From an optimization exercise on the open Yosys and OpenROAD flow, aimed at small area and a short achievable clock period; shortcuts taken in it are not production practice. RTL that was checked went through simulation tests only; none was proved equivalent to the original. No functional check of the RTL was part of runs 4 to 6. No activity file was given, so power comes from the tool's default toggle rates.

==> design.v <==
`default_nettype none
package invaders_pkg;
    typedef logic [9:0] coord_t;
    typedef struct packed {
        coord_t x;
        coord_t y;
    } pos_t;
    typedef struct packed {
        logic       game_over;
        logic       game_win;
        logic [1:0] lives;
    } status_t;
    localparam int SCREEN_WIDTH  = 640;
    localparam int SCREEN_HEIGHT = 480;
    localparam int   ALIEN_W         = 16;
    localparam int   ALIEN_H         = 16;
    localparam int   ALIEN_H_SPACING = 60;
    localparam int   ALIEN_V_SPACING = 45;
    localparam pos_t ALIEN_START     = {10'd50, 10'd50};
    localparam int   ALIEN_STEP      = 2;
    localparam int   ALIEN_DROP      = 20;
    localparam int     SHIP_W       = 16;
    localparam int     SHIP_H       = 30;
    localparam coord_t SHIP_Y       = 10'd440;
    localparam coord_t SHIP_START_X = 10'd320;
    localparam int     ROCKET_W     = 7;
    localparam int     ROCKET_H     = 3;
    localparam int     ROCKET_SPEED = 2;
    localparam int     LASER_W      = 7;
    localparam int     LASER_H      = 3;
    localparam int     LASER_SPEED  = 1;
    localparam logic [5:0]  EXPLOSION_TICKS = 6'd35;
    localparam logic [1:0]  START_LIVES     = 2'd3;
    localparam logic [7:0]  POINTS_PER_KILL = 8'd10;
    localparam logic [7:0]  START_PERIOD    = 8'd8;
    localparam logic [15:0] LFSR_SEED       = 16'hACE1;
    localparam logic [2:0] REG_CONTROL    = 3'd0;
    localparam logic [2:0] REG_STATUS     = 3'd1;
    localparam logic [2:0] REG_SCORE      = 3'd2;
    localparam logic [2:0] REG_HIGH_SCORE = 3'd3;
    localparam logic [2:0] REG_SHIP_X     = 3'd4;
    localparam logic [2:0] REG_ALIVE      = 3'd5;
endpackage
`default_nettype wire
`timescale 1ns/1ps
`default_nettype none
module invaders_top #(
    parameter int ALIEN_COLS = 6,
    parameter int ALIEN_ROWS = 3
) (
    input  wire logic        clk,
    input  wire logic        reset,
    input  wire logic        frame_tick,
    input  wire logic        fire,
    input  wire logic        left,
    input  wire logic        right,
    input  wire logic        wb_cyc,
    input  wire logic        wb_stb,
    input  wire logic        wb_we,
    input  wire logic [2:0]  wb_adr,
    input  wire logic [31:0] wb_dat_w,
    output logic [31:0]      wb_dat_r,
    output logic             wb_ack
);
    logic        run, restart;
    logic [17:0] dat;
    logic        game_over, game_win;
    logic [1:0]  lives;
    logic [2:0]  kq, hq;         
    logic [1:0]  kr, hr;         
    logic        dir_right;
    logic [2:0]  count;
    logic [8:0]  fx;             
    logic [6:0]  fy;             
    logic [17:0] alive;
    logic [9:0]  ship_x;
    logic [5:0]  explode;
    logic        ra;             
    logic [9:0]  rx;
    logic [7:0]  ry;             
    logic        la;             
    logic [8:0]  lx;             
    logic [8:0]  ly;
    logic [15:0] lfsr;
    logic [2:0]  scol;
    logic [1:0]  srow;
    logic req, step;
    assign req  = wb_cyc && wb_stb && !wb_ack;
    assign step = frame_tick && run && !game_over && !game_win;
    function automatic logic [7:0] score_of(input logic [2:0] q, input logic [1:0] r);
        score_of = 8'd0;
        for (int i = 0; i < 32; i++)
            if ({q, r} == 5'(i)) score_of = 8'((i / 4) * 30 + (i % 4) * 10);
    endfunction
    function automatic logic ge_c(input logic [9:0] a, input logic [9:0] k);
        ge_c = 1'b1;
        for (int i = 0; i < 10; i++)
            ge_c = k[i] ? (a[i] && ge_c) : (a[i] || ge_c);
    endfunction
    function automatic logic le_c(input logic [9:0] a, input logic [9:0] k);
        le_c = 1'b1;
        for (int i = 0; i < 10; i++)
            le_c = k[i] ? (!a[i] || le_c) : (!a[i] && le_c);
    endfunction
    logic [2:0]  sel_q;
    logic [1:0]  sel_r;
    logic [17:0] read_data;
    assign sel_q = wb_adr[0] ? hq : kq;
    assign sel_r = wb_adr[0] ? hr : kr;
    always_comb begin
        case (wb_adr)
            3'd0:    read_data = {17'b0, run};
            3'd1:    read_data = {14'b0, game_over, game_win, lives};
            3'd2,
            3'd3:    read_data = {10'b0, score_of(sel_q, sel_r)};
            3'd4:    read_data = {8'b0, ship_x};
            3'd5:    read_data = alive;
            default: read_data = '0;
        endcase
    end
    always_ff @(posedge clk) dat <= read_data;
    assign wb_dat_r = {14'b0, dat};
    always_ff @(posedge clk or posedge reset) begin
        if (reset) begin
            run     <= 1'b0;
            wb_ack  <= 1'b0;
            restart <= 1'b0;
        end else begin
            wb_ack  <= req;
            restart <= 1'b0;
            if (req && wb_we && wb_adr == 3'd0) begin
                run     <= wb_dat_w[0];
                restart <= wb_dat_w[1];
            end
        end
    end
    logic [5:0] col_live;
    logic [2:0] row_live;
    always_comb begin
        for (int c = 0; c < 6; c++)
            col_live[c] = alive[c] | alive[6+c] | alive[12+c];
        for (int r = 0; r < 3; r++)
            row_live[r] = |alive[r*6 +: 6];
    end
    logic hit_right, hit_left, hit_edge;
    always_comb begin
        hit_right = 1'b0;
        hit_left  = 1'b0;
        for (int c = 0; c < 6; c++) begin
            if (col_live[c] && fx == 9'(312 - 30*c)) hit_right = 1'b1;
            if (col_live[c] && fx == 9'(512 - 30*c)) hit_left  = 1'b1;
        end
    end
    assign hit_edge = dir_right ? hit_right : hit_left;
    logic bottom_reached;
    assign bottom_reached = (row_live[2] && ge_c(10'(fy), 10'd71))
                         || (row_live[1] && ge_c(10'(fy), 10'd82))
                         || (row_live[0] && ge_c(10'(fy), 10'd93));
    logic move;
    assign move = ({1'b0, count} + {1'b0, kq}) >= 4'd7;
    logic [9:0] dxr;
    logic [8:0] dyr;
    logic [5:0] col_hit;
    logic [2:0] row_hit;
    logic [17:0] hit_vec;
    logic        kill;
    assign dxr = rx - {fx, 1'b0};
    assign dyr = {1'b0, ry} - {1'b0, fy, 1'b0};
    always_comb begin
        for (int c = 0; c < 6; c++)
            col_hit[c] = (c == 0) ? (ge_c(dxr, 10'd1018) || le_c(dxr, 10'd15))
                                  : (ge_c(dxr, 10'(60*c - 6)) && le_c(dxr, 10'(60*c + 15)));
        row_hit[0] = le_c({1'b0, dyr}, 10'd8);
        row_hit[1] = ge_c({1'b0, dyr}, 10'd22) && le_c({1'b0, dyr}, 10'd30);
        row_hit[2] = ge_c({1'b0, dyr}, 10'd45) && le_c({1'b0, dyr}, 10'd53);
        for (int r = 0; r < 3; r++)
            for (int c = 0; c < 6; c++)
                hit_vec[r*6+c] = alive[r*6+c] && col_hit[c] && row_hit[r];
    end
    assign kill = step && ra && (|hit_vec);
    logic       can_shoot;
    logic [2:0] col_alive;
    always_comb begin
        for (int r = 0; r < 3; r++) col_alive[r] = alive[r*6 + int'(scol)];
        case (srow)
            2'd0:    can_shoot = col_alive[0] && !col_alive[1] && !col_alive[2];
            2'd1:    can_shoot = col_alive[1] && !col_alive[2];
            default: can_shoot = col_alive[2];
        endcase
    end
    logic [8:0] shoot_x;         
    logic [8:0] shoot_y;
    assign shoot_x = fx + 9'(30 * int'(scol) + 2);
    assign shoot_y = {fy, 2'b10} + 9'(45 * int'(srow) + 16);
    logic [9:0] dxl;
    logic       overlap, ship_hit;
    assign dxl      = {lx, 1'b0} - ship_x;
    assign overlap  = (ge_c(dxl, 10'd1018) || le_c(dxl, 10'd15))
                   && ge_c({1'b0, ly}, 10'd438) && le_c({1'b0, ly}, 10'd469);
    assign ship_hit = step && la && overlap;
    always_ff @(posedge clk or posedge reset) begin
        if (reset) begin
            lfsr <= 16'hACE1;
        end else if (restart) begin
            lfsr <= 16'hACE1;
        end else begin
            lfsr <= {lfsr[14:0], lfsr[15] ^ lfsr[13] ^ lfsr[12] ^ lfsr[10]};
        end
    end
    always_ff @(posedge clk or posedge reset) begin
        if (reset) begin
            hq <= '0;
            hr <= '0;
        end else if ({kq, kr} > {hq, hr}) begin
            hq <= kq;
            hr <= kr;
        end
    end
    always_ff @(posedge clk or posedge reset) begin
        if (reset) begin
            game_over <= 1'b0;
            game_win  <= 1'b0;
            lives     <= 2'd3;
            kq        <= '0;
            kr        <= '0;
        end else if (restart) begin
            game_over <= 1'b0;
            game_win  <= 1'b0;
            lives     <= 2'd3;
            kq        <= '0;
            kr        <= '0;
        end else begin
            if (kill) begin
                if (kr == 2'd2) begin
                    kr <= 2'd0;
                    kq <= kq + 3'd1;
                end else begin
                    kr <= kr + 2'd1;
                end
            end
            if (ship_hit && lives != 2'd0) lives <= lives - 2'd1;
            if (lives == 2'd0 || bottom_reached) game_over <= 1'b1;
            if (alive == '0) game_win <= 1'b1;
        end
    end
    always_ff @(posedge clk or posedge reset) begin
        if (reset) begin
            fx        <= 9'd25;
            fy        <= 7'd12;
            dir_right <= 1'b1;
            count     <= '0;
            alive     <= '1;
        end else if (restart) begin
            fx        <= 9'd25;
            fy        <= 7'd12;
            dir_right <= 1'b1;
            count     <= '0;
            alive     <= '1;
        end else if (step) begin
            if (ra) alive <= alive & ~hit_vec;
            if (move) begin
                count <= '0;
                if (hit_edge) begin
                    dir_right <= !dir_right;
                    fy        <= fy + 7'd5;
                end else if (dir_right) begin
                    fx <= fx + 9'd1;
                end else begin
                    fx <= fx - 9'd1;
                end
            end else begin
                count <= count + 3'd1;
            end
        end
    end
    always_ff @(posedge clk or posedge reset) begin
        if (reset) begin
            ship_x  <= 10'd320;
            explode <= '0;
            ra      <= 1'b0;
        end else if (restart) begin
            ship_x  <= 10'd320;
            explode <= '0;
            ra      <= 1'b0;
        end else if (step) begin
            if (right) begin
                if (!ge_c(ship_x, 10'd623)) ship_x <= ship_x + 10'd1;
            end else if (left && ge_c(ship_x, 10'd2)) begin
                ship_x <= ship_x - 10'd1;
            end
            if (ship_hit) explode <= 6'd35;
            else if (explode != '0) explode <= explode - 6'd1;
            if (kill) ra <= 1'b0;
            else if (ra) begin
                if (ry == 8'd0) ra <= 1'b0;
            end else if (fire && explode == '0) ra <= 1'b1;
        end
    end
    always_ff @(posedge clk) begin
        if (step) begin
            if (ra) ry <= ry - 8'd1;
            else begin
                rx <= ship_x + 10'd4;
                ry <= 8'd218;
            end
        end
    end
    always_ff @(posedge clk or posedge reset) begin
        if (reset) begin
            la   <= 1'b0;
            scol <= '0;
            srow <= '0;
        end else if (restart) begin
            la   <= 1'b0;
            scol <= '0;
            srow <= '0;
        end else if (step) begin
            if (ship_hit) la <= 1'b0;
            else if (la) begin
                if (ge_c({1'b0, ly}, 10'd477)) la <= 1'b0;
            end else begin
                if (can_shoot && lfsr[0]) la <= 1'b1;
                if (scol == 3'd5) begin
                    scol <= '0;
                    srow <= (srow == 2'd2) ? 2'd0 : srow + 2'd1;
                end else begin
                    scol <= scol + 3'd1;
                end
            end
        end
    end
    always_ff @(posedge clk) begin
        if (step) begin
            if (la) ly <= ly + 9'd1;
            else begin
                lx <= shoot_x;
                ly <= shoot_y;
            end
        end
    end
endmodule
`default_nettype wire
==> run.sh <==
#!/bin/bash
# synth_recipe.tcl (not shown) runs the flow's synth.tcl, then flattens the netlist and writes it again
# the make line also repeats each setting of config.mk as NAME=value (left out here)
make -C /OpenROAD-flow-scripts/flow DESIGN_CONFIG=/design/flow/config.mk WORK_HOME=/design/flow/orfs CLKGATE_MAP_FILE= SYNTH_SCRIPT=/design/flow/synth_recipe.tcl finish
==> config.mk <==
export PLATFORM = sky130hd
export DESIGN_NAME = invaders_top
export DESIGN_NICKNAME = invaders_top
export VERILOG_FILES = /design/flow/design.v
export SDC_FILE = /design/flow/constraint.sdc
export NUM_CORES = 4
export LEC_CHECK = 0
export CAP_MARGIN = 20
export CORE_MARGIN = 2
export CORE_UTILIZATION = 40
export SETUP_SLACK_MARGIN = 3
export SLEW_MARGIN = 20
==> constraint.sdc <==
create_clock -name core_clock -period 6.0 [get_ports {clk}]
set_input_delay 1.2000 -clock core_clock [delete_from_list [all_inputs] [get_ports {clk}]]
set_output_delay 1.2000 -clock core_clock [all_outputs]
set_load 0.01 [all_outputs]
==> flow_summary.toml, run 1 <==
[run_status]
status = "complete, no violations"

[grt]
grt_pass1_vias = 8576
antenna_found_initial = 0
grt_pass1_wl_mm = 45.08
grt_max_degree = 77
grt_overflow = 0
grt_usage_pct = 20.01

[synthesis]
synth-edff-count = 35
syn_area_mm2 = 0.01079
synth_ff_type = "dfrtp_1"
synth.avg_cell_area_um2 = 9.257
syn-instance-count = 1166
yosysWarnings = 1
synth-seq-area-share_pct = 35.28
async_flop_share_pct = 63.95
synth-seq-cells = 147
synth_cell_types = 90

[layout]
area_growth_syn_to_layout_pct = 22.70
drive_gt1_share_pct = 23.62
fillerInstances = 2434
nNetsFinal = 1403
instances_no_fill = 1607
insertedDiodeCount = 0
final_common_cell = "nor2_1"
final_cell_mix = "nor2_1 (91), nand2_1 (87), ha_1 (80)"

[power]
p_leak_nw = 5.583
powerDensity_mw_per_mm2 = 211.1
peakVddDrop_mv = 0.2143

[timing]
fin_crit_ns = 3.849
worst_slew_pin_slew_ns = 0.9244
worst_slew_margin_rel_pct = 38.38
fin_skew_ns = 0.01388
rsz0062_at_grt = "yes"
tns_ns = 0
setup_viol = 0
maxSlewViolCount = 0
fmax_mhz = 259.8
finalCritPeriodShare_pct = 64.14
hold_viol_final = 0

[routing]
vias = 9036
drt_iter0_drc = 685
vias_per_cell = 5.623
drtAntennaViolNets = 0
drt_first_pass_iters = 6
drcViolationCount = 0
drt-total-wl_mm = 28.53
wl_per_cell_um = 17.76

[floorplanning]
io_pins = 77
num_rows = 60
dieHeight_um = 168.3
die_w_um = 168.3
start_util_pct = 40.39
core_area_mm2 = 0.02673
fp.dieArea_mm2 = 0.02831

[critical_path]
crit_slowest_cell = "dfstp_2"
worstPathCellList = "ha_4, inv_2, fa_2, a211oi_4, nor2_4, o311ai_4, nand3_4, buf_4, o32ai_4, a22o_1, a2111oi_4, buf_4, buf_6, a211oi_4, mux2_4"
worstSetupEndpointType = "register"
cp_data_arrival_time_ns = 4.17
critPathMaxFanout = 5
worstSetupStartpointType = "register"
crit_type = "reg -> reg"
cpPeakStageDelay_ns = 0.55
crit_required_ns = 6.32

[cts]
cts_buffers = 17
clock-sinks = 147
clk_pin_slew_ns = 0.08
clk_latency_ns = 0.43
cts_tree = "yes"
clock-root-buffer = "clkbuf_16"
htree_levels = 4
clockBufferDepth = 2

[placed_design]
dp.cells = 1515
place_hpwl_mm = 19.71
place_congestion = 0.8741
io_buffers = 32

[worst_hold_path]
hp-class = "reg -> reg"

[run]
max_cap_viol_count = 0
report_power, final:
part	switching [mW]	internal, mW
combinational	0.237	0.223
sequential	0.0917	1.16
clock	0.497	0.590
total	0.825	1.97
layer usage:
metal / wire [um] / track usage, % / vias up
li1: - / - / 4378
met2: 13560 / 32.92 / 233
met3: 1166 / 2.445 / 43
met4: 626 / 7.496 / 0
met1: 13180 / 27.06 / 4382
met5: 0 / 0 / -
worst max-delay path: cells and delay by family (launching register included):
family                   cells  cell delay (ns)
multiplexers                 1             0.33
flip-flops                   1             0.55
AO/OA/AOI/OAI                6             1.63
AND/OR/NAND/NOR              2             0.23
adder cells (fa/ha/maj)      2             0.51
buffers and inverters        4             0.48
layout make-up:
cell class / count / area [um^2] / share of cell area (%)
Multi-Input combinational cell: 906 / 7224 / 54.55
Sequential cell: 147 / 3827 / 28.90
Timing Repair Buffer: 99 / 855.8 / 6.462
Tap cell: 341 / 426.7 / 3.222
Clock buffer: 17 / 425.4 / 3.212
Inverter: 82 / 322.8 / 2.437
Clock inverter: 15 / 161.4 / 1.219
state kept, by name, summed over array words and instances (netlist names), 2 cells and up:
register / count
explode: 6
ly: 9
srow: 2
fy: 7
ship_x: 10
scol: 3
hr: 2
fx: 9
ry: 8
rx: 9
alive: 18
kr: 2
count: 3
dat: 18
lives: 2
lx: 9
lfsr: 16
kq: 3
hq: 3
cells in the mapped netlist, drive strengths merged (11+ instances only):
master / count / share of area (%)
clkbuf: 25 / 0.87
or2: 12 / 0.70
mux2i: 25 / 2.4
dfxtp: 18 / 3.3
a21o: 27 / 1.9
nand2: 87 / 3.0
nor2b: 27 / 1.6
buf: 19 / 1.2
a21oi: 71 / 3.4
fa: 13 / 2.4
nor3: 30 / 1.4
nor4: 14 / 0.87
xor2: 23 / 1.9
nor2: 101 / 3.6
edfxtp: 35 / 9.7
inv: 82 / 2.9
nand2b: 13 / 0.75
a31oi: 11 / 0.64
nand3: 34 / 1.6
ha: 93 / 11
and3: 24 / 1.4
xnor2: 36 / 2.9
o21ai: 73 / 3.4
dfstp: 36 / 8.8
dfrtp: 58 / 13
stage by stage:
step	setup slack (ns)	hold WS, ns	instance area [um^2]	power (mW)	util (%)
floorplan	2.474	0.4102	10990	1.568	-
global placement	1.742	0.4151	11570	1.684	43.30
detailed placement	1.735	0.4260	11570	1.694	43.30
CTS	2.183	0.4311	12670	2.800	47.42
global route	2.056	0.4493	13240	2.920	49.56
finish	2.151	0.4234	13240	2.795	49.56
path summary, 6_finish.rpt:
| kind | startpoint | to | slack (ns) | cells past startpoint |
|---|---|---|---|---|
| hold / removal | lfsr[9] | lfsr[10] | 0.42 | 1 |
| max in group asynchronous | reset | fy[0] | 3.74 | 3 |
| min in group asynchronous | reset | ship_x[7] | 1.16 | 2 |
| setup / recovery | fx[0] | kq[2] | 2.15 | 15 |
| hold reg to reg | lfsr[9] | lfsr[10] | 0.42 | 1 |
| setup reg to reg | fx[0] | kq[2] | 2.15 | 15 |
cell families after synthesis:
family / after synthesis / synth area share [%]
buffers and inverters: 126 / 4.903
flip-flops: 147 / 35.28
other: 1 / 0.03474
AND/OR/NAND/NOR: 392 / 18.30
multiplexers: 41 / 4.683
AO/OA/AOI/OAI: 294 / 18.74
adder cells (fa/ha/maj): 106 / 13.19
XOR/XNOR: 59 / 4.857
repair_timing:
action	CTS	global route
setup endpoints to repair	57	54
endpoints found under the hold margin	0	0
resized for setup	68	82
buffers inserted	31	29
hold buffers	0	0
pin swaps	47	49
==> inputs of run 2 (changes only) <==
--- a/config.mk
+++ b/config.mk
@@ -8,5 +8,5 @@
 export CAP_MARGIN = 20
 export CORE_MARGIN = 2
 export CORE_UTILIZATION = 40
-export SETUP_SLACK_MARGIN = 3
+export SETUP_SLACK_MARGIN = 2
 export SLEW_MARGIN = 20
==> run 2 against run 1 <==
Setup slack got worse by 0.11 ns. Die area did not move. Synthesized cell count did not move. Clock power barely moved. Flip-flop and latch count did not move. Utilization fell by 3.7 points. Combinational power fell by 7.2%. Maximum frequency fell by 2.8%. Critical path depth fell by 1.
==> flow_summary.toml, run 2 <==
[power]
power_frac_seq_pct = 45.2
p_int_mw = 1.988
swShare_pct = 27.86
powerDensity_mw_per_mm2 = 224.9
peakVddDrop_mv = 0.1852
p_leak_nw = 5.307
pwr-share-clk_pct = 39.3
p_switching_mw = 0.7678
combPwrFrac_pct = 15.5

[floorplanning]
core_area_mm2 = 0.02673
fp.dieArea_mm2 = 0.02831
die_w_um = 168.3
dieHeight_um = 168.3
start_util_pct = 40.39
io_pins = 77
num_rows = 60

[synthesis]
synth-seq-cells = 147
syn_area_mm2 = 0.01079
synth-edff-count = 35
synth_top_area_cell = "dfrtp_1"
synth-seq-area-share_pct = 35.28
netlist_top_cells_area = "dfrtp_1 (13%), ha_1 (11%), edfxtp_1 (9.7%)"
synthTopCellsByCount = "nor2_1 (99), ha_1 (93), nand2_1 (87)"
async_flop_share_pct = 63.95
synth_most_common_cell = "nor2_1"
synth.top_cell.area_share_pct = 13.45
syn-instance-count = 1166
synth_ff_type = "dfrtp_1"
synth_cell_types = 90
synth.avg_cell_area_um2 = 9.257
yosysWarnings = 1

[worst_hold_path]
hp-class = "reg -> reg"

[placed_design]
place_hpwl_mm = 19.34
place_congestion = 0.8751
pre_cts_slack_ns = 1.420
dp.cells = 1516
io_buffers = 32

[timing]
maxSlewViolCount = 0
worst_slew_margin_rel_pct = 29.83
tns_ns = 0
setup_viol = 0
worst_slack_ns = 2.039
fin_crit_ns = 3.961
finalCritPeriodShare_pct = 66.01
hold_slack_ns = 0.4283
worst_slew_pin_slew_ns = 1.045
fmax_mhz = 252.5
rsz0062_at_grt = "yes"
hold_viol_final = 0
fin_skew_ns = 0.009839

[layout]
fin_util_pct = 45.86
insertedDiodeCount = 0
fillerInstances = 2506
drive_gt1_share_pct = 12.16
nNetsFinal = 1354
final_common_cell = "nor2_1"
instances_no_fill = 1558
area_growth_syn_to_layout_pct = 13.55
final_cell_mix = "nor2_1 (98), ha_1 (91), nand2_1 (87)"
top_regs = "alive: 18 flops, dat: 18 flops, lfsr: 16 flops"

[critical_path]
cp_common_cell = "a2111oi_4"
cpPeakStageDelay_ns = 0.56
timing.rr.start = "fx[0]"
path_depth = 14
worstSetupStartpointType = "register"
worstSetupEndpointType = "register"
critPathMaxFanout = 5
ff2ff_setup_slack_ns = 2.04
worstPathCellList = "ha_4, inv_1, fa_2, a211oi_4, nor2_4, o311ai_4, nand3_4, buf_6, o32ai_4, a22o_1, a2111oi_4, buf_4, a2111oi_4, mux2_4"
setup.worst_path.start = "fx[0]"
reg2reg_depth = 14
crit_type = "reg -> reg"
crit_required_ns = 6.32
cp_top_family = "compound AO/OA/AOI/OAI gates"
reg2reg_to = "kq[0]"
crit_slowest_cell = "dfstp_2"
worst-path-buf-inv = 3
endpoint = "kq[0]"
cp_data_arrival_time_ns = 4.28

[routing]
drtAntennaViolNets = 0
drt_first_pass_iters = 5
drcViolationCount = 0
drt-total-wl_mm = 26.56
vias_per_cell = 5.564
wl_per_cell_um = 17.05
vias = 8668
drt_iter0_drc = 608

[grt]
grt_pass1_wl_mm = 43.52
grt_pass1_vias = 8434
antenna_found_initial = 0
grt_usage_pct = 19.27
grt_overflow = 0
grt_max_degree = 70

[cts]
clock-root-buffer = "clkbuf_16"
cts_tree = "yes"
htree_levels = 4
clockBufferDepth = 2
clk_pin_slew_ns = 0.07
clock-sinks = 147
clk_latency_ns = 0.44
cts_buffers = 17

[run]
max_cap_viol_count = 0

[run_status]
status = "complete, no violations"
==> run 2: cell types whose count changed in the layout (fill, tap and decap cells not counted), sizes merged <==
cell           before  now
inv                87   88
clkinvlp            5    0
buf                68   18
clkbuf             18   21
clkdlybuf4s50      30   32
==> run 2: logic make-up (layout without fill, tap and decap cells) <==
family,count (synthesis),in the layout,synth area share (%)
other cells,1,14,0.03474
compound gates,294,294,18.74
xor+xnor,59,59,4.857
mux,41,41,4.683
buf+inv,126,164,4.903
flops,147,147,35.28
simple gates,392,392,18.30
fa+ha+maj,106,106,13.19
==> run 2: area by class of cell <==
class                      count  area, um^2  share of cell area [%]
timing repair buffer          50       459.2                   3.746
multi-input combinational    906        6654                   54.29
clock buffer                  21       481.7                   3.930
tap                          341       426.7                   3.481
inverter                      82       310.3                   2.532
sequential                   147        3814                   31.11
clock inverter                11       111.4                  0.9085
==> run 2: power by group through the flow <==
stage	Clock (mW)	Combinational, mW	Sequential (mW)
floorplan	0	0.333	1.23
global placement	0	0.416	1.26
detailed placement	0	0.424	1.26
CTS	1.11	0.427	1.25
global route	1.14	0.480	1.26
finish	1.08	0.427	1.25
==> run 2: worst reg2reg max path: cells and delay by family, from the launching register on <==
| family | cells | cell delay (ns) |
|---|---|---|
| and+or+nand+nor | 2 | 0.26 |
| AOI/OAI and AO/OA | 6 | 1.78 |
| muxes | 1 | 0.33 |
| buffers and inverters | 3 | 0.39 |
| adders and majority gates | 2 | 0.53 |
| DFF | 1 | 0.56 |
==> run 2: timing repair <==
item | 4_1_cts | 5_1_grt
gates resized for setup | 11 | 17
cloned | 0 | 0
endpoints found under the setup margin | 5 | 5
buffers inserted | 3 | 7
hold buffers | 0 | 0
endpoints found under the hold margin | 0 | 0
pin swaps | 5 | 13
==> run 2: worst min-delay path by stage <==
stage               end  cells past startpoint  slack [ns]     start
2_1_floorplan  lfsr[10]                      1        0.41   lfsr[9]
3_3_place_gp   lfsr[10]                      1        0.42   lfsr[9]
3_5_place_dp   lfsr[15]                      1        0.42  lfsr[14]
4_1_cts        lfsr[15]                      1        0.43  lfsr[14]
5_1_grt        lfsr[10]                      1        0.44   lfsr[9]
6_report       lfsr[15]                      1        0.43  lfsr[14]
==> run 2: routing by layer <==
layer	wire [um]	up-vias	track usage [%]
met3	1072	55	3.456
li1	-	4288	-
met4	691	0	6.859
met2	12350	200	31.72
met1	12450	4125	25.48
met5	0	-	0
==> run 2: stage by stage <==
| step | power [mW] | cell area [um^2] |
|---|---|---|
| 3_5_place_dp | 1.687 | 11430 |
| 4_1_cts | 2.780 | 12130 |
| 2_1_floorplan | 1.562 | 10840 |
| 6_report | 2.756 | 12260 |
| 3_3_place_gp | 1.679 | 11430 |
| 5_1_grt | 2.882 | 12260 |
==> inputs of run 3 (changes only) <==
--- a/config.mk
+++ b/config.mk
@@ -8,5 +8,4 @@
 export CAP_MARGIN = 20
 export CORE_MARGIN = 2
 export CORE_UTILIZATION = 40
-export SETUP_SLACK_MARGIN = 2
 export SLEW_MARGIN = 20
==> run 3 against run 2 <==
Still clean. Die area did not move. Design area down 1.9%. Flip-flop and latch count is the same. Cell count down 0.64%. Global-route usage down 0.081 points. Clock-buffer cell count unchanged. Maximum frequency decreased by 5.3%. Via count decreased by 0.68%. Non-clock buffer count decreased by 10. Register-to-register slack worse by 0.22 ns. Sequential share of layout area increased by 0.56 points. Wire length is 0.62% lower. Critical path type unchanged. Largest power group unchanged.
==> flow_summary.toml, run 3 <==
[layout]
final_cell_mix = "nor2_1 (98), ha_1 (93), nand2_1 (87)"
final_common_cell = "nor2_1"
fin_area_mm2 = 0.01203
instances_no_fill = 1548
insertedDiodeCount = 0
fin_util_pct = 45.00
nNetsFinal = 1344
top_regs = "alive: 18 flops, dat: 18 flops, lfsr: 16 flops"
fillerInstances = 2527
area_growth_syn_to_layout_pct = 11.43
drive_gt1_share_pct = 10.19

[routing]
drt_iter0_drc = 650
wl_met1_mm = 12.39
drcViolationCount = 0
met3_length_mm = 1.164
drt-total-wl_mm = 26.40
dr_wl_met2_mm = 12.25
vias = 8609
wl_per_cell_um = 17.05
drt_first_pass_iters = 5
top_layer = "met4"
drtAntennaViolNets = 0
vias_per_cell = 5.561

[timing]
rsz0062_at_grt = "no"
finalCritPeriodShare_pct = 69.68
hold_slack_ns = 0.4283
fin_crit_ns = 4.181
fmax_mhz = 239.2
hold_viol_final = 0
worst_slack_ns = 1.819
worst_slew_pin_slew_ns = 0.9243
tns_ns = 0
worst_slew_margin_rel_pct = 37.91
setup_viol = 0
maxSlewViolCount = 0
fin_skew_ns = 0.01037

[floorplanning]
num_rows = 60
fp.dieArea_mm2 = 0.02831
io_pins = 77
dieHeight_um = 168.3
start_util_pct = 40.39
core_area_mm2 = 0.02673
die_w_um = 168.3

[critical_path]
cp_data_arrival_time_ns = 4.50
worstPathCellList = "ha_1, inv_1, fa_1, a211oi_2, nor2_2, nor2_2, nand3_1, nor4_1, a22oi_1, o32ai_4, a2111oi_4, a2111oi_4, mux2_4"
setup.worst_path.start = "fx[0]"
crit_slowest_cell = "dfstp_2"
timing.rr.start = "fx[0]"
critPathMaxFanout = 8
crit_required_ns = 6.32
crit_type = "reg -> reg"
cpPeakStageDelay_ns = 0.61
worst-path-buf-inv = 1
worstSetupEndpointType = "register"
reg2reg_to = "kq[0]"
ff2ff_setup_slack_ns = 1.82
worstSetupStartpointType = "register"
reg2reg_depth = 13
cp_top_family = "compound AO/OA/AOI/OAI gates"

[placed_design]
place_hpwl_mm = 19.34
pre_cts_slack_ns = 1.420
place_congestion = 0.8751
io_buffers = 32
dp.cells = 1516
place_area_mm2 = 0.01143

[synthesis]
synth_cell_types = 90
synth-seq-area-share_pct = 35.28
synth-seq-cells = 147
syn-instance-count = 1166
synth-edff-count = 35
synthTopCellsByCount = "nor2_1 (99), ha_1 (93), nand2_1 (87)"
synth.top_cell.area_share_pct = 13.45
synth_most_common_cell = "nor2_1"
netlist_top_cells_area = "dfrtp_1 (13%), ha_1 (11%), edfxtp_1 (9.7%)"
syn_area_mm2 = 0.01079
async_flop_share_pct = 63.95
synth.avg_cell_area_um2 = 9.257
synth_ff_type = "dfrtp_1"
synth_top_area_cell = "dfrtp_1"
yosysWarnings = 1

[worst_hold_path]
hold_depth = 1
hp-class = "reg -> reg"
hold-path-endpoint = "lfsr[15]"
worstHoldStart = "lfsr[14]"

[power]
p_leak_nw = 5.244
total_power_mw = 2.753
peakVddDrop_mv = 0.1869
powerDensity_mw_per_mm2 = 228.9

[cts]
clk_latency_ns = 0.44
hold_buffers = 0
cts.repair.resized = 0
clock-sinks = 147
htree_levels = 4
clockBufferDepth = 2
clk_pin_slew_ns = 0.07
cts_setup_buffers = 0
cts_buffers = 17
cts_tree = "yes"
clock-root-buffer = "clkbuf_16"

[grt]
grt_overflow = 0
grt_usage_pct = 19.19
grt_max_degree = 70
grt_pass1_vias = 8378
antenna_found_initial = 0
grt_pass1_wl_mm = 43.37

[run_status]
status = "complete, no violations"

[run]
max_cap_viol_count = 0
-- run 3: logic make-up after synthesis --
logic type,count (synthesis),share of synthesized area (%)
xor+xnor,59,4.857
other cells,1,0.03474
flops,147,35.28
mux,41,4.683
compound gates,294,18.74
fa+ha+maj,106,13.19
buf+inv,126,4.903
simple gates,392,18.30
-- run 3: final cells by class --
type	instances	area, um^2	area share [%]
multi-input cells	906	6507	54.10
flip-flops and latches	147	3810	31.68
clock buffers	21	481.7	4.005
well taps	341	426.7	3.547
repair buffers	40	380.4	3.162
inverters	82	310.3	2.580
clock inverters	11	111.4	0.9258
-- run 3: power breakdown --
part	switching (mW)	internal [mW]	total, mW
combinational	0.220	0.203	0.424
sequential	0.0890	1.16	1.25
clock	0.457	0.626	1.08
total	0.766	1.99	2.75
-- run 3: how the worst max path moves through the flow --
stage,end,depth (start not counted)
detailed placement,explode[1],10
floorplan,kq[0],13
finish,kq[0],13
global placement,explode[1],10
CTS,explode[1],10
global route,kq[0],13
-- run 3: worst reg2reg max path: cells and delay by family (launching register included) --
family / cells / cell delay (ns)
AOI/OAI and AO/OA: 5 / 1.25
buffers and inverters: 1 / 0.06
DFF: 1 / 0.61
and+or+nand+nor: 4 / 1.17
muxes: 1 / 0.33
adders and majority gates: 2 / 0.65
-- run 3: per-layer routing --
layer | vias to the layer above | GRT usage [%]
li1 | 4271 | -
met3 | 41 | 3.220
met5 | - | 0
met1 | 4100 | 25.68
met2 | 197 | 31.51
met4 | 0 | 6.597
==> inputs of run 4 (changes only) <==
--- a/design.v
+++ b/design.v
@@ -76,8 +76,8 @@
     logic [9:0]  ship_x;
     logic [5:0]  explode;
     logic        ra;             
-    logic [9:0]  rx;
-    logic [7:0]  ry;             
+    logic [9:0]  drx;            
+    logic [8:0]  dry;            
     logic        la;             
     logic [8:0]  lx;             
     logic [8:0]  ly;
@@ -158,26 +158,34 @@
                          || (row_live[0] && ge_c(10'(fy), 10'd93));
     logic move;
     assign move = ({1'b0, count} + {1'b0, kq}) >= 4'd7;
-    logic [9:0] dxr;
-    logic [8:0] dyr;
+    logic fmove, fdrop, fleft;
+    assign fmove = step && move && !hit_edge;    
+    assign fdrop = step && move && hit_edge;     
+    assign fleft = !dir_right;
     logic [5:0] col_hit;
     logic [2:0] row_hit;
     logic [17:0] hit_vec;
     logic        kill;
-    assign dxr = rx - {fx, 1'b0};
-    assign dyr = {1'b0, ry} - {1'b0, fy, 1'b0};
     always_comb begin
         for (int c = 0; c < 6; c++)
-            col_hit[c] = (c == 0) ? (ge_c(dxr, 10'd1018) || le_c(dxr, 10'd15))
-                                  : (ge_c(dxr, 10'(60*c - 6)) && le_c(dxr, 10'(60*c + 15)));
-        row_hit[0] = le_c({1'b0, dyr}, 10'd8);
-        row_hit[1] = ge_c({1'b0, dyr}, 10'd22) && le_c({1'b0, dyr}, 10'd30);
-        row_hit[2] = ge_c({1'b0, dyr}, 10'd45) && le_c({1'b0, dyr}, 10'd53);
+            col_hit[c] = (c == 0) ? (ge_c(drx, 10'd1014) || le_c(drx, 10'd11))
+                                  : (ge_c(drx, 10'(60*c - 10)) && le_c(drx, 10'(60*c + 11)));
+        row_hit[0] = le_c({1'b0, dry}, 10'd8);
+        row_hit[1] = ge_c({1'b0, dry}, 10'd22) && le_c({1'b0, dry}, 10'd30);
+        row_hit[2] = ge_c({1'b0, dry}, 10'd45) && le_c({1'b0, dry}, 10'd53);
         for (int r = 0; r < 3; r++)
             for (int c = 0; c < 6; c++)
                 hit_vec[r*6+c] = alive[r*6+c] && col_hit[c] && row_hit[r];
     end
     assign kill = step && ra && (|hit_vec);
+    logic [8:0] ry;
+    logic       r_top;
+    assign ry    = dry + {1'b0, fy, 1'b0};
+    assign r_top = (ry == 9'd0);
+    logic [9:0] rxb;
+    logic [8:0] ryb;
+    assign rxb = ra ? drx : (ship_x - {fx, 1'b0});
+    assign ryb = ra ? (dry - 9'd1) : (9'd218 - {1'b0, fy, 1'b0});
     logic       can_shoot;
     logic [2:0] col_alive;
     always_comb begin
@@ -292,17 +300,15 @@
             else if (explode != '0) explode <= explode - 6'd1;
             if (kill) ra <= 1'b0;
             else if (ra) begin
-                if (ry == 8'd0) ra <= 1'b0;
+                if (r_top) ra <= 1'b0;
             end else if (fire && explode == '0) ra <= 1'b1;
         end
     end
     always_ff @(posedge clk) begin
         if (step) begin
-            if (ra) ry <= ry - 8'd1;
-            else begin
-                rx <= ship_x + 10'd4;
-                ry <= 8'd218;
-            end
+            drx[0]   <= rxb[0];
+            drx[9:1] <= fmove ? (fleft ? rxb[9:1] + 9'd1 : rxb[9:1] - 9'd1) : rxb[9:1];
+            dry      <= fdrop ? ryb - 9'd10 : ryb;
         end
     end
     always_ff @(posedge clk or posedge reset) begin
--- a/config.mk
+++ b/config.mk
@@ -5,7 +5,9 @@
 export SDC_FILE = /design/flow/constraint.sdc
 export NUM_CORES = 4
 export LEC_CHECK = 0
+export ABC_CLOCK_PERIOD_IN_PS = 2500
 export CAP_MARGIN = 20
 export CORE_MARGIN = 2
 export CORE_UTILIZATION = 40
+export SETUP_SLACK_MARGIN = 3
 export SLEW_MARGIN = 20
==> run 4 against run 3 <==
Die area up 3.6%. Setup slack better by 0.82 ns. Largest power group is now combinational cells. Highest routed layer unchanged. Design area up 9.6%. Cell count up 7.6%. Critical path type unchanged. Global-route usage up 0.33 points.
==> flow_summary.toml, run 4 <==
[run_status]
status = "complete, no violations"

[floorplanning]
core_area_mm2 = 0.02763
die_w_um = 171.3
io_pins = 77
start_util_pct = 40.50
fp.dieArea_mm2 = 0.02933
num_rows = 61
dieHeight_um = 171.3

[layout]
final_common_cell = "nand2_1"
insertedDiodeCount = 0
fillerInstances = 2596
fin_util_pct = 47.70
multiInputGateArea_mm2 = 0.007236
final_cell_mix = "nand2_1 (115), nor2_1 (96), ha_1 (95)"
nNetsFinal = 1439
area_growth_syn_to_layout_pct = 17.78
drive_gt1_share_pct = 17.31
regArea_mm2 = 0.003860
top_regs = "alive: 18 flops, dat: 18 flops, lfsr: 16 flops"

[routing]
drcViolationCount = 0
wl_per_cell_um = 16.97
drt-total-wl_mm = 28.28
drt_iter0_drc = 790
vias = 9065
vias_per_cell = 5.441
drtAntennaViolNets = 0
drt_first_pass_iters = 5

[timing]
rsz0062_at_grt = "yes"
maxSlewViolCount = 0
fin_crit_ns = 3.361
tns_ns = 0
fmax_mhz = 297.5
setup_viol = 0
worst_slew_margin_rel_pct = 40.59
worst_slew_pin_slew_ns = 0.8836
hold_viol_final = 0
finalCritPeriodShare_pct = 56.02
fin_skew_ns = 0.01048

[cts]
clock-sinks = 148
cts_buffers = 17
clk_latency_ns = 0.43
htree_levels = 4
clock-root-buffer = "clkbuf_16"
cts_tree = "yes"
clockBufferDepth = 2
hold_buffers = 0
clk_pin_slew_ns = 0.07

[critical_path]
crit_required_ns = 6.18
worstSetupEndpointType = "register"
cp_data_arrival_time_ns = 3.54
critPathMaxFanout = 2
worstSetupStartpointType = "register"
crit_type = "reg -> reg"

[synthesis]
synth_most_common_cell = "nand2_1"
async_flop_share_pct = 63.51
syn-instance-count = 1223
syn_area_mm2 = 0.01119
yosysWarnings = 1
synth.avg_cell_area_um2 = 9.150
synthTopCellsByCount = "nand2_1 (116), ha_1 (106), nor2_1 (99)"
synth-seq-cells = 148
synth_cell_types = 83
synth.top_cell.area_share_pct = 12.97
synth_top_area_cell = "dfrtp_1"
netlist_top_cells_area = "dfrtp_1 (13%), ha_1 (12%), edfxtp_1 (9.7%)"
synth-edff-count = 36
synth-seq-area-share_pct = 34.30
synth_ff_type = "dfrtp_1"

[placed_design]
place_congestion = 0.8543
place_hpwl_mm = 19.80
io_buffers = 32

[grt]
grt_usage_pct = 19.51
grt_pass1_vias = 8498
grt_overflow = 0
antenna_found_initial = 0
grt_pass1_wl_mm = 44.91
grt_max_degree = 60

[worst_hold_path]
hp-class = "reg -> reg"

[run]
max_cap_viol_count = 0

[power]
p_leak_nw = 5.661
powerDensity_mw_per_mm2 = 458.8
peakVddDrop_mv = 0.3486
-- run 4: cell families (layout without fill, tap and decap cells) --
family          Yosys count  after routing  share of synthesized area, %
xor+xnor                 87             87                         6.876
fa+ha+maj               120            120                         14.36
mux                      44             44                         4.729
other cells               1             14                       0.03351
simple gates            426            426                         19.03
flops                   148            148                         34.30
compound gates          262            262                         15.55
buf+inv                 135            187                         5.121
-- run 4: area by class of cell --
class | count | share of cell area, %
clock buffer | 22 | 3.845
sequential | 148 | 29.29
timing repair buffer | 77 | 5.345
inverter | 78 | 2.345
clock inverter | 10 | 0.6930
tap | 378 | 3.588
multi-input combinational | 953 | 54.90
-- run 4: critical path, cell delays in order (launching register included) --
cell and delay (ns):
dfstp_2 0.56, ha_4 0.14, inv_2 0.03, fa_2 0.34, a21o_1 0.17, a21oi_2 0.15
nor2b_1 0.06, o21a_1 0.19, nor2_2 0.09, xor2_1 0.22, o21ai_2 0.13, buf_4 0.18
buf_6 0.10, buf_6 0.10, buf_6 0.10, buf_6 0.10, buf_6 0.10, buf_6 0.10
mux2_4 0.24
-- run 4: metal layers --
| metal | share of wire [%] | GRT usage, % |
|---|---|---|
| met1 | 47 | 26.21 |
| met2 | 47 | 32.07 |
| met3 | 3.7 | 2.830 |
| met4 | 2.4 | 6.964 |
| met5 | 0 | 0 |
-- run 4: final timing paths --
check                        start        to  slack, ns  cells after the start
max                          fx[0]    drx[7]       2.64                     18
min                        lfsr[9]  lfsr[10]       0.43                      1
max reg2reg                  fx[0]    drx[7]       2.64                     18
min reg2reg                lfsr[9]  lfsr[10]       0.43                      1
max in group asynchronous    reset   scol[2]       3.43                      3
min in group asynchronous    reset  lfsr[14]       1.26                      2
-- run 4: timing repair --
item,4_1_cts,5_1_grt
pin swaps,11,18
setup buffers,19,18
hold endpoints to repair,0,0
setup endpoints to repair,94,40
resized for setup,42,52
-- run 4: where the power goes --
group / internal, mW / switching, mW / leakage (nW)
Sequential: 1.34 / 0.263 / 1.58
Clock: 0.643 / 0.442 / 0.289
Combinational: 1.69 / 1.67 / 3.79
-- run 4: stage by stage --
step | power, mW | area (um^2) | instances | hold slack, ns | setup WS (ns)
CTS | 5.713 | 12810 | 1648 | 0.4322 | 2.654
global placement | 4.250 | 11920 | 1597 | 0.4159 | 1.723
global route | 6.498 | 13180 | 1666 | 0.4712 | 2.478
finish | 6.047 | 13180 | 1666 | 0.4299 | 2.639
floorplan | 3.742 | 11350 | 1236 | 0.4102 | 2.802
detailed placement | 4.307 | 11920 | 1597 | 0.4155 | 1.693
==> inputs of run 5 (changes only) <==
--- a/config.mk
+++ b/config.mk
@@ -5,7 +5,6 @@
 export SDC_FILE = /design/flow/constraint.sdc
 export NUM_CORES = 4
 export LEC_CHECK = 0
-export ABC_CLOCK_PERIOD_IN_PS = 2500
 export CAP_MARGIN = 20
 export CORE_MARGIN = 2
 export CORE_UTILIZATION = 40
==> run 5 against run 4 <==
Still clean on timing, DRC and antenna. Clock power barely moved. Via count unchanged. Design area stayed put. Clock-buffer cell count stayed put. Wire length is the same. Power is the same. Setup slack unchanged. Largest power group unchanged. Highest routed layer unchanged.
==> flow_summary.toml, run 5 <==
[placed_design]
place_hpwl_mm = 19.80
place_congestion = 0.8543
dp.cells = 1597
io_buffers = 32
pre_cts_slack_ns = 1.693

[critical_path]
cpPeakStageDelay_ns = 0.56
worstPathCellList = "ha_4, inv_2, fa_2, a21o_1, a21oi_2, nor2b_1, o21a_1, nor2_2, xor2_1, o21ai_2, buf_4, buf_6, buf_6, buf_6, buf_6, buf_6, buf_6, mux2_4"
crit_slowest_cell = "dfstp_2"
critPathMaxFanout = 2
worstSetupEndpointType = "register"
crit_required_ns = 6.18
cp_data_arrival_time_ns = 3.54
worstSetupStartpointType = "register"
crit_type = "reg -> reg"
cp_common_cell = "buf_6"

[synthesis]
yosysWarnings = 1
synthTopCellsByCount = "nand2_1 (116), ha_1 (106), nor2_1 (99)"
async_flop_share_pct = 63.51
synth_ff_type = "dfrtp_1"
synth.avg_cell_area_um2 = 9.150
syn_area_mm2 = 0.01119
synth.top_cell.area_share_pct = 12.97
synth_most_common_cell = "nand2_1"
synth-seq-cells = 148
netlist_top_cells_area = "dfrtp_1 (13%), ha_1 (12%), edfxtp_1 (9.7%)"
synth-edff-count = 36
synth_cell_types = 83
synth_top_area_cell = "dfrtp_1"
syn-instance-count = 1223
synth-seq-area-share_pct = 34.30

[timing]
tns_ns = 0
rsz0062_at_grt = "yes"
hold_viol_final = 0
finalCritPeriodShare_pct = 56.02
maxSlewViolCount = 0
worst_slack_ns = 2.639
worst_slew_margin_rel_pct = 40.59
fin_crit_ns = 3.361
fin_skew_ns = 0.01048
setup_viol = 0
fmax_mhz = 297.5
worst_slew_pin_slew_ns = 0.8836

[cts]
clk_pin_slew_ns = 0.07
htree_levels = 4
clock-sinks = 148
cts_buffers = 17
clock-root-buffer = "clkbuf_16"
hold_buffers = 0
clk_latency_ns = 0.43
clockBufferDepth = 2
cts_tree = "yes"

[floorplanning]
start_util_pct = 40.50
core_area_mm2 = 0.02763
num_rows = 61
die_w_um = 171.3
io_pins = 77
dieHeight_um = 171.3
fp.dieArea_mm2 = 0.02933

[routing]
wl_per_cell_um = 16.97
vias = 9065
vias_per_cell = 5.441
drtAntennaViolNets = 0
drcViolationCount = 0
drt_iter0_drc = 790
drt-total-wl_mm = 28.28
drt_first_pass_iters = 5

[run]
max_cap_viol_count = 0

[layout]
insertedDiodeCount = 0
final_cell_mix = "nand2_1 (115), nor2_1 (96), ha_1 (95)"
top_regs = "alive: 18 flops, dat: 18 flops, lfsr: 16 flops"
instances_no_fill = 1666
nNetsFinal = 1439
drive_gt1_share_pct = 17.31
area_growth_syn_to_layout_pct = 17.78
final_common_cell = "nand2_1"

[power]
peakVddDrop_mv = 0.3486
p_leak_nw = 5.661
powerDensity_mw_per_mm2 = 458.8
total_power_mw = 6.047

[grt]
grt_max_degree = 60
antenna_found_initial = 0
grt_usage_pct = 19.51
grt_overflow = 0
grt_pass1_vias = 8498
grt_pass1_wl_mm = 44.91

[worst_hold_path]
hp-class = "reg -> reg"

[run_status]
status = "complete, no violations"
## run 5: cell counts after synthesis
Identical to the previous run, type by type.
## run 5: timing repair
action | in CTS | in global routing
gates cloned | 0 | 0
gates resized for setup | 42 | 52
pin swaps | 11 | 18
setup endpoints to repair | 94 | 40
buffers inserted | 19 | 18
## run 5: metrics by stage
step                hold WS [ns]  cell area (um^2)  util [%]
CTS                       0.4322             12810     46.36
finish                    0.4299             13180     47.70
detailed placement        0.4155             11920     43.15
global placement          0.4159             11920     43.15
floorplan                 0.4102             11350         -
global route              0.4712             13180     47.70
## run 5: path summary, 6_finish.rpt
| kind | from | end | slack [ns] | cells past startpoint |
|---|---|---|---|---|
| worst max register to register | fx[0] | drx[7] | 2.64 | 18 |
| max in group asynchronous | reset | scol[2] | 3.43 | 3 |
| worst min register to register | lfsr[9] | lfsr[10] | 0.43 | 1 |
| worst min-delay path | lfsr[9] | lfsr[10] | 0.43 | 1 |
| worst max-delay path | fx[0] | drx[7] | 2.64 | 18 |
| min in group asynchronous | reset | lfsr[14] | 1.26 | 2 |
## run 5: final cells by class
class	instances	area, um^2
Sequential cell	148	3860
Clock buffer	22	506.7
Tap cell	378	473.0
Fill cell	2596	14450
Clock inverter	10	91.34
Inverter	78	309.0
Multi-Input combinational cell	953	7236
Timing Repair Buffer	77	704.4
## run 5: per-layer routing
metal,up-vias,wire [um],track usage [%]
met3,42,1048,2.830
met1,4397,13300,26.21
met4,0,689,6.964
li1,4441,-,-
met2,185,13230,32.07
met5,-,0,0
## run 5: power breakdown
part / internal, mW / switching [mW] / total [mW]
logic: 1.69 / 1.67 / 3.36
registers: 1.34 / 0.263 / 1.61
clock network: 0.643 / 0.442 / 1.08
## run 5: worst max-delay path, delay by kind of cell, from the launching register on
kind / cells / cell delay [ns]
AOI/OAI and AO/OA: 4 / 0.64
xor gates and xnor gates: 1 / 0.22
adders and majority gates: 2 / 0.48
buffers and inverters: 8 / 0.81
DFF: 1 / 0.56
muxes: 1 / 0.24
and+or+nand+nor: 2 / 0.15
## run 5: logic make-up after synthesis
logic type               synth area share [%]
AND/OR/NAND/NOR                         19.03
multiplexers                            4.729
other                                 0.03351
AO/OA/AOI/OAI                           15.55
flip-flops                              34.30
XOR/XNOR                                6.876
adder cells (fa/ha/maj)                 14.36
buffers and inverters                   5.121
==> inputs of run 6 (changes only) <==
--- a/design.v
+++ b/design.v
@@ -62,6 +62,53 @@
     output logic [31:0]      wb_dat_r,
     output logic             wb_ack
 );
+    localparam logic [5:0] EXP_START = 6'd1;     
+    localparam logic [5:0] EXP_DONE  = 6'd11;    
+    function automatic logic ge_c(input logic [9:0] a, input logic [9:0] k);
+        ge_c = 1'b1;
+        for (int i = 0; i < 10; i++)
+            ge_c = k[i] ? (a[i] && ge_c) : (a[i] || ge_c);
+    endfunction
+    function automatic logic le_c(input logic [9:0] a, input logic [9:0] k);
+        le_c = 1'b1;
+        for (int i = 0; i < 10; i++)
+            le_c = k[i] ? (!a[i] || le_c) : (!a[i] && le_c);
+    endfunction
+    function automatic logic [9:0] add(input logic [9:0] a, input logic [9:0] b, input logic cin);
+        logic [9:0] g, p, gg, pp, gn, pn;
+        g  = a & b;
+        p  = a ^ b;
+        gg = g;
+        pp = p;
+        gg[0] = g[0] | (p[0] & cin);
+        for (int d = 1; d < 10; d = d * 2) begin
+            gn = gg;
+            pn = pp;
+            for (int i = d; i < 10; i++) begin
+                gn[i] = gg[i] | (pp[i] & gg[i-d]);
+                pn[i] = pp[i] & pp[i-d];
+            end
+            gg = gn;
+            pp = pn;
+        end
+        add[0] = p[0] ^ cin;
+        for (int i = 1; i < 10; i++) add[i] = p[i] ^ gg[i-1];
+    endfunction
+    function automatic logic [9:0] add3(input logic [9:0] a, input logic [9:0] b, input logic [9:0] c);
+        logic [9:0] s, m;
+        s = a ^ b ^ c;
+        m = (a & b) | (a & c) | (b & c);
+        add3 = add(s, {m[8:0], 1'b0}, 1'b0);
+    endfunction
+    function automatic logic [9:0] incdec(input logic [9:0] x, input logic dec);
+        for (int i = 0; i < 10; i++)
+            incdec[i] = x[i] ^ (dec ? ~|(x & ((10'd1 << i) - 10'd1)) : &(x | ~((10'd1 << i) - 10'd1)));
+    endfunction
+    function automatic logic [7:0] score_of(input logic [2:0] q, input logic [1:0] r);
+        score_of = 8'd0;
+        for (int i = 0; i < 32; i++)
+            if ({q, r} == 5'(i)) score_of = 8'((i / 4) * 30 + (i % 4) * 10);
+    endfunction
     logic        run, restart;
     logic [17:0] dat;
     logic        game_over, game_win;
@@ -87,21 +134,6 @@
     logic req, step;
     assign req  = wb_cyc && wb_stb && !wb_ack;
     assign step = frame_tick && run && !game_over && !game_win;
-    function automatic logic [7:0] score_of(input logic [2:0] q, input logic [1:0] r);
-        score_of = 8'd0;
-        for (int i = 0; i < 32; i++)
-            if ({q, r} == 5'(i)) score_of = 8'((i / 4) * 30 + (i % 4) * 10);
-    endfunction
-    function automatic logic ge_c(input logic [9:0] a, input logic [9:0] k);
-        ge_c = 1'b1;
-        for (int i = 0; i < 10; i++)
-            ge_c = k[i] ? (a[i] && ge_c) : (a[i] || ge_c);
-    endfunction
-    function automatic logic le_c(input logic [9:0] a, input logic [9:0] k);
-        le_c = 1'b1;
-        for (int i = 0; i < 10; i++)
-            le_c = k[i] ? (!a[i] || le_c) : (!a[i] && le_c);
-    endfunction
     logic [2:0]  sel_q;
     logic [1:0]  sel_r;
     logic [17:0] read_data;
@@ -158,12 +190,11 @@
                          || (row_live[0] && ge_c(10'(fy), 10'd93));
     logic move;
     assign move = ({1'b0, count} + {1'b0, kq}) >= 4'd7;
-    logic fmove, fdrop, fleft;
+    logic fmove, fdrop;
     assign fmove = step && move && !hit_edge;    
     assign fdrop = step && move && hit_edge;     
-    assign fleft = !dir_right;
-    logic [5:0] col_hit;
-    logic [2:0] row_hit;
+    logic [5:0]  col_hit;
+    logic [2:0]  row_hit;
     logic [17:0] hit_vec;
     logic        kill;
     always_comb begin
@@ -178,14 +209,28 @@
                 hit_vec[r*6+c] = alive[r*6+c] && col_hit[c] && row_hit[r];
     end
     assign kill = step && ra && (|hit_vec);
-    logic [8:0] ry;
     logic       r_top;
-    assign ry    = dry + {1'b0, fy, 1'b0};
-    assign r_top = (ry == 9'd0);
-    logic [9:0] rxb;
-    logic [8:0] ryb;
-    assign rxb = ra ? drx : (ship_x - {fx, 1'b0});
-    assign ryb = ra ? (dry - 9'd1) : (9'd218 - {1'b0, fy, 1'b0});
+    always_comb begin
+        logic [8:0] a, b;
+        a = dry;
+        b = {1'b0, fy, 1'b0};
+        r_top = 1'b1;
+        for (int i = 0; i < 9; i++)
+            if ((a[i] ^ b[i]) != ((i == 0) ? 1'b0 : (a[i-1] | b[i-1]))) r_top = 1'b0;
+    end
+    logic [9:0] rx_a, rx_b, rx_k, drx_n;
+    logic [9:0] ry_a, ry_k, dry_n;
+    always_comb begin
+        rx_a = ra ? drx : ship_x;
+        rx_b = ra ? 10'd0 : ~{fx, 1'b0};
+        rx_k = {9'd0, !ra};
+        if (fmove) rx_k = dir_right ? rx_k - 10'd2 : rx_k + 10'd2;
+        drx_n = add3(rx_a, rx_b, rx_k);
+        ry_a = {1'b0, ra ? dry : ~{1'b0, fy, 1'b0}};
+        ry_k = ra ? 10'(-1) : 10'd219;
+        if (fdrop) ry_k = ry_k - 10'd10;
+        dry_n = add(ry_a, ry_k, 1'b0);
+    end
     logic       can_shoot;
     logic [2:0] col_alive;
     always_comb begin
@@ -196,14 +241,17 @@
             default: can_shoot = col_alive[2];
         endcase
     end
-    logic [8:0] shoot_x;         
-    logic [8:0] shoot_y;
-    assign shoot_x = fx + 9'(30 * int'(scol) + 2);
-    assign shoot_y = {fy, 2'b10} + 9'(45 * int'(srow) + 16);
+    logic [9:0] sx_k, sy_k, shoot_x, shoot_y;
+    always_comb begin
+        sx_k = 10'(30 * int'(scol));
+        sy_k = 10'(45 * int'(srow) + 18);
+    end
+    assign shoot_x = add({1'b0, fx}, sx_k, 1'b0);
+    assign shoot_y = add({1'b0, fy, 2'b00}, sy_k, 1'b0);
     logic [9:0] dxl;
     logic       overlap, ship_hit;
-    assign dxl      = {lx, 1'b0} - ship_x;
-    assign overlap  = (ge_c(dxl, 10'd1018) || le_c(dxl, 10'd15))
+    assign dxl      = add({lx, 1'b0}, ~ship_x, 1'b1);
+    assign overlap  = (ge_c(dxl, 10'd1014) || le_c(dxl, 10'd11))
                    && ge_c({1'b0, ly}, 10'd438) && le_c({1'b0, ly}, 10'd469);
     assign ship_hit = step && la && overlap;
     always_ff @(posedge clk or posedge reset) begin
@@ -270,45 +318,41 @@
                 count <= '0;
                 if (hit_edge) begin
                     dir_right <= !dir_right;
-                    fy        <= fy + 7'd5;
-                end else if (dir_right) begin
-                    fx <= fx + 9'd1;
+                    fy        <= 7'(add(10'(fy), 10'd5, 1'b0));
                 end else begin
-                    fx <= fx - 9'd1;
+                    fx <= 9'(incdec(10'(fx), !dir_right));
                 end
             end else begin
                 count <= count + 3'd1;
             end
         end
     end
+    logic       ship_r, ship_l;
+    assign ship_r = right && !ge_c(ship_x, 10'd623);
+    assign ship_l = !right && left && ge_c(ship_x, 10'd2);
     always_ff @(posedge clk or posedge reset) begin
         if (reset) begin
             ship_x  <= 10'd320;
-            explode <= '0;
+            explode <= EXP_DONE;
             ra      <= 1'b0;
         end else if (restart) begin
             ship_x  <= 10'd320;
-            explode <= '0;
+            explode <= EXP_DONE;
             ra      <= 1'b0;
         end else if (step) begin
-            if (right) begin
-                if (!ge_c(ship_x, 10'd623)) ship_x <= ship_x + 10'd1;
-            end else if (left && ge_c(ship_x, 10'd2)) begin
-                ship_x <= ship_x - 10'd1;
-            end
-            if (ship_hit) explode <= 6'd35;
-            else if (explode != '0) explode <= explode - 6'd1;
+            if (ship_r || ship_l) ship_x <= incdec(ship_x, ship_l);
+            if (ship_hit) explode <= EXP_START;
+            else if (explode != EXP_DONE) explode <= {explode[4:0], explode[5] ^ explode[4]};
             if (kill) ra <= 1'b0;
             else if (ra) begin
                 if (r_top) ra <= 1'b0;
-            end else if (fire && explode == '0) ra <= 1'b1;
+            end else if (fire && explode == EXP_DONE) ra <= 1'b1;
         end
     end
     always_ff @(posedge clk) begin
         if (step) begin
-            drx[0]   <= rxb[0];
-            drx[9:1] <= fmove ? (fleft ? rxb[9:1] + 9'd1 : rxb[9:1] - 9'd1) : rxb[9:1];
-            dry      <= fdrop ? ryb - 9'd10 : ryb;
+            drx <= drx_n;
+            dry <= dry_n[8:0];
         end
     end
     always_ff @(posedge clk or posedge reset) begin
@@ -337,10 +381,10 @@
     end
     always_ff @(posedge clk) begin
         if (step) begin
-            if (la) ly <= ly + 9'd1;
+            if (la) ly <= 9'(incdec({1'b0, ly}, 1'b0));
             else begin
-                lx <= shoot_x;
-                ly <= shoot_y;
+                lx <= shoot_x[8:0];
+                ly <= shoot_y[8:0];
             end
         end
     end
--- a/config.mk
+++ b/config.mk
@@ -8,5 +8,5 @@
 export CAP_MARGIN = 20
 export CORE_MARGIN = 2
 export CORE_UTILIZATION = 40
-export SETUP_SLACK_MARGIN = 3
+export SETUP_SLACK_MARGIN = 4
 export SLEW_MARGIN = 20
==> run 6 against run 5 <==
First-iteration DRC count decreased by 10%. Largest power group unchanged. Largest cell class unchanged. Sequential power grew 7%. Clock-buffer cell count shrank 5. Setup slack got worse by 0.82 ns. Clock skew is 0.0025 ns higher. Critical path depth is the same. Global-route usage grew 2.5 points. Wire length is 9.9% higher. Critical endpoint is now drx[9]. Still clean. Power fell by 4.8%. Die area shrank 5.9%. Critical path type unchanged. Combinational power down 14%. Area after synthesis decreased by 6.0%.
==> flow_summary.toml, run 6 <==
[synthesis]
synth_cell_types = 84
synth.avg_cell_area_um2 = 9.208
synth-seq-cells = 148
synth.top_cell.area_share_pct = 13.09
synth-edff-count = 36
synth_most_common_cell = "nand2_1"
async_flop_share_pct = 63.51
synth_top_area_cell = "dfrtp_1"
synth_ff_type = "dfrtp_1"
synthTopCellsByCount = "nand2_1 (87), inv_1 (86), nor2_1 (82)"
yosysWarnings = 1
syn-instance-count = 1142
syn_area_mm2 = 0.01052
netlist_top_cells_area = "dfrtp_1 (13%), edfxtp_1 (10%), dfstp_2 (9.7%)"
synth-seq-area-share_pct = 36.54

[grt]
antenna_found_initial = 0
grt_overflow = 0
grt_pass1_vias = 9094
grt_pass1_wl_mm = 48.48
grt_usage_pct = 21.98
grt_max_degree = 81

[power]
combPwrFrac_pct = 50.4
peakVddDrop_mv = 0.2502
p_int_mw = 3.499
swShare_pct = 39.24
powerDensity_mw_per_mm2 = 399.2
power_frac_seq_pct = 29.8
pwr-share-clk_pct = 19.8
p_switching_mw = 2.260
p_leak_nw = 6.074

[critical_path]
setup.worst_path.start = "fx[0]"
worstSetupStartpointType = "register"
timing.rr.start = "fx[0]"
worstSetupEndpointType = "register"
critPathMaxFanout = 7
crit_type = "reg -> reg"
crit_required_ns = 6.19
cp_data_arrival_time_ns = 4.37

[cts]
hold_buffers = 0
clockBufferDepth = 2
clock-root-buffer = "clkbuf_16"
clock-sinks = 148
clk_latency_ns = 0.44
clk_pin_slew_ns = 0.07
cts_buffers = 17
htree_levels = 4
cts_tree = "yes"

[floorplanning]
io_pins = 77
fp.dieArea_mm2 = 0.02760
num_rows = 59
dieHeight_um = 166.1
die_w_um = 166.1
start_util_pct = 40.58
core_area_mm2 = 0.02591

[layout]
final_cell_mix = "buf_4 (122), nand2_1 (75), nor2_1 (73)"
insertedDiodeCount = 0
nNetsFinal = 1440
multiInputGateArea_mm2 = 0.007358
top_regs = "alive: 18 flops, dat: 18 flops, lfsr: 16 flops"
drive_gt1_share_pct = 38.76
area_growth_syn_to_layout_pct = 37.20
regArea_mm2 = 0.003880
fillerInstances = 2189
final_common_cell = "buf_4"

[timing]
worst_slew_margin_rel_pct = 43.55
hold_viol_final = 0
tns_ns = 0
fmax_mhz = 239.3
finalCritPeriodShare_pct = 69.66
fin_skew_ns = 0.01296
hold_slack_ns = 0.4339
setup_viol = 0
maxSlewViolCount = 0
worst_slew_pin_slew_ns = 0.8467
fin_crit_ns = 4.180
rsz0062_at_grt = "yes"

[routing]
vias_per_cell = 5.630
drt_first_pass_iters = 5
drtAntennaViolNets = 0
vias = 9324
wl_per_cell_um = 18.76
drt-total-wl_mm = 31.07
drt_iter0_drc = 710
drcViolationCount = 0

[worst_hold_path]
worstHoldStart = "lfsr[14]"
hp-class = "reg -> reg"

[placed_design]
place_congestion = 0.8600
place_hpwl_mm = 19.23
io_buffers = 32

[run]
max_cap_viol_count = 0

[run_status]
status = "complete, no violations"
run 6: cell types whose count changed in the layout (fill, tap and decap cells not counted), sizes merged, moves of 7 or more:
cell,delta
clkdlybuf4s50,-23
buf,+137
and2,-7
nand2b,+10
xor2,-19
inv,+24
nor2,-16
nand2,-29
ha,-35
run 6: timing repair:
item | CTS | global route
gates resized for setup | 238 | 108
setup endpoints to repair | 249 | 164
gates cloned | 5 | 0
buffers inserted | 105 | 50
pin swaps | 94 | 80
run 6: cells by family after synthesis:
family,Yosys count,synth area share (%)
AND/OR/NAND/NOR,376,18.32
AO/OA/AOI/OAI,256,15.79
buffers and inverters,153,6.104
flip-flops,148,36.54
adder cells (fa/ha/maj),88,11.68
XOR/XNOR,72,5.997
multiplexers,48,5.521
other,1,0.03566
run 6: metrics by stage:
step	instance area, um^2	util (%)	setup WS [ns]	instances	total power [mW]
final	14430	55.68	1.820	1656	5.759
after global routing	14430	55.68	1.612	1656	6.141
after CTS	13560	52.33	1.904	1606	5.472
after detailed placement	11510	44.44	0.8853	1464	3.859
after global placement	11510	44.44	0.9487	1464	3.815
after floorplan	11200	-	1.842	1155	3.423
run 6: area by class of cell:
type | instances | area share, %
Inverter | 91 | 2.732
Timing Repair Buffer | 194 | 12.18
Sequential cell | 148 | 26.90
Multi-Input combinational cell | 855 | 51.01
Tap cell | 335 | 2.905
Timing Repair inverter | 1 | 0.06071
Clock buffer | 17 | 2.949
Clock inverter | 15 | 1.275
run 6: worst paths after layout:
| check | to | slack [ns] | cells after the start |
|---|---|---|---|
| hold reg to reg | lfsr[15] | 0.43 | 1 |
| max in group asynchronous | fy[2] | 4.11 | 3 |
| min in group asynchronous | wb_ack | 1.12 | 2 |
| hold / removal | lfsr[15] | 0.43 | 1 |
| setup reg to reg | drx[9] | 1.82 | 18 |
| setup / recovery | drx[9] | 1.82 | 18 |
run 6: power groups by stage:
stage / clock network [mW] / logic [mW] / registers, mW
3_3_place_gp: 0 / 2.00 / 1.81
6_report: 1.14 / 2.90 / 1.72
5_1_grt: 1.20 / 3.20 / 1.75
4_1_cts: 1.16 / 2.60 / 1.71
2_1_floorplan: 0 / 1.85 / 1.58
3_5_place_dp: 0 / 2.05 / 1.81
run 6: worst max-delay path, cell delays in order (launching register included):
cell and delay [ns]:
dfstp_4 0.52, nor3b_4 0.30, o31ai_4 0.14, nor4_4 0.32, nor4_2 0.09, mux4_2 0.56, nand3_4 0.14, inv_4 0.04
fa_1 0.51, inv_2 0.05, fa_2 0.39, inv_2 0.05, a21o_1 0.11, a21oi_2 0.06, o21bai_1 0.18, a21oi_2 0.10
o21ai_2 0.13, xnor2_1 0.14, xnor2_1 0.09
run 6: metal layers:
layer,routed length (um),vias up,global-route usage (%)
met5,0,-,0
li1,-,4367,-
met1,13240,4597,28.39
met2,15160,296,36.53
met3,1734,64,4.719
met4,938,0,7.750

## separate check: timing with driven ports
How much do the figures lean on ideal ports? The routed layouts below were timed once more, with nothing changed but the port constraints. Step 1 sets driving cells, clkbuf_16 on the clock port and buf_2 on the other inputs (assumed; they add their load-dependent delay and slew). Step 2, shift: input delay + t, output delay - t, t = (earliest + latest rising clock arrival at the registers) / 2. This alone moves slack from input paths to output paths. a / b / c = ideal ports / drivers / drivers and shift; a / b = the first two.
run | t, ns | setup slack, ns | clock arrival spread, ns | slew at the worst register clock pin (ns)
run 1 | 0.476 | 2.151 / 2.151 / 2.151 | 0.017 / 0.017 | 0.08 / 0.08
run 2 | 0.482 | 2.039 / 2.039 / 1.814 | 0.010 / 0.010 | 0.07 / 0.07
run 3 | 0.484 | 1.819 / 1.819 / 1.454 | 0.010 / 0.010 | 0.07 / 0.07
run 4 | 0.470 | 2.639 / 2.639 / 2.611 | 0.011 / 0.011 | 0.07 / 0.07
run 5 | 0.470 | 2.639 / 2.639 / 2.611 | 0.011 / 0.011 | 0.07 / 0.07
run 6 | 0.487 | 1.820 / 1.820 / 1.820 | 0.015 / 0.015 | 0.07 / 0.07
After both steps every run listed still meets setup and hold. For run 3, which loses most, drivers alone change the setup slack by 0.000 ns; drivers and shift together by -0.365 ns.
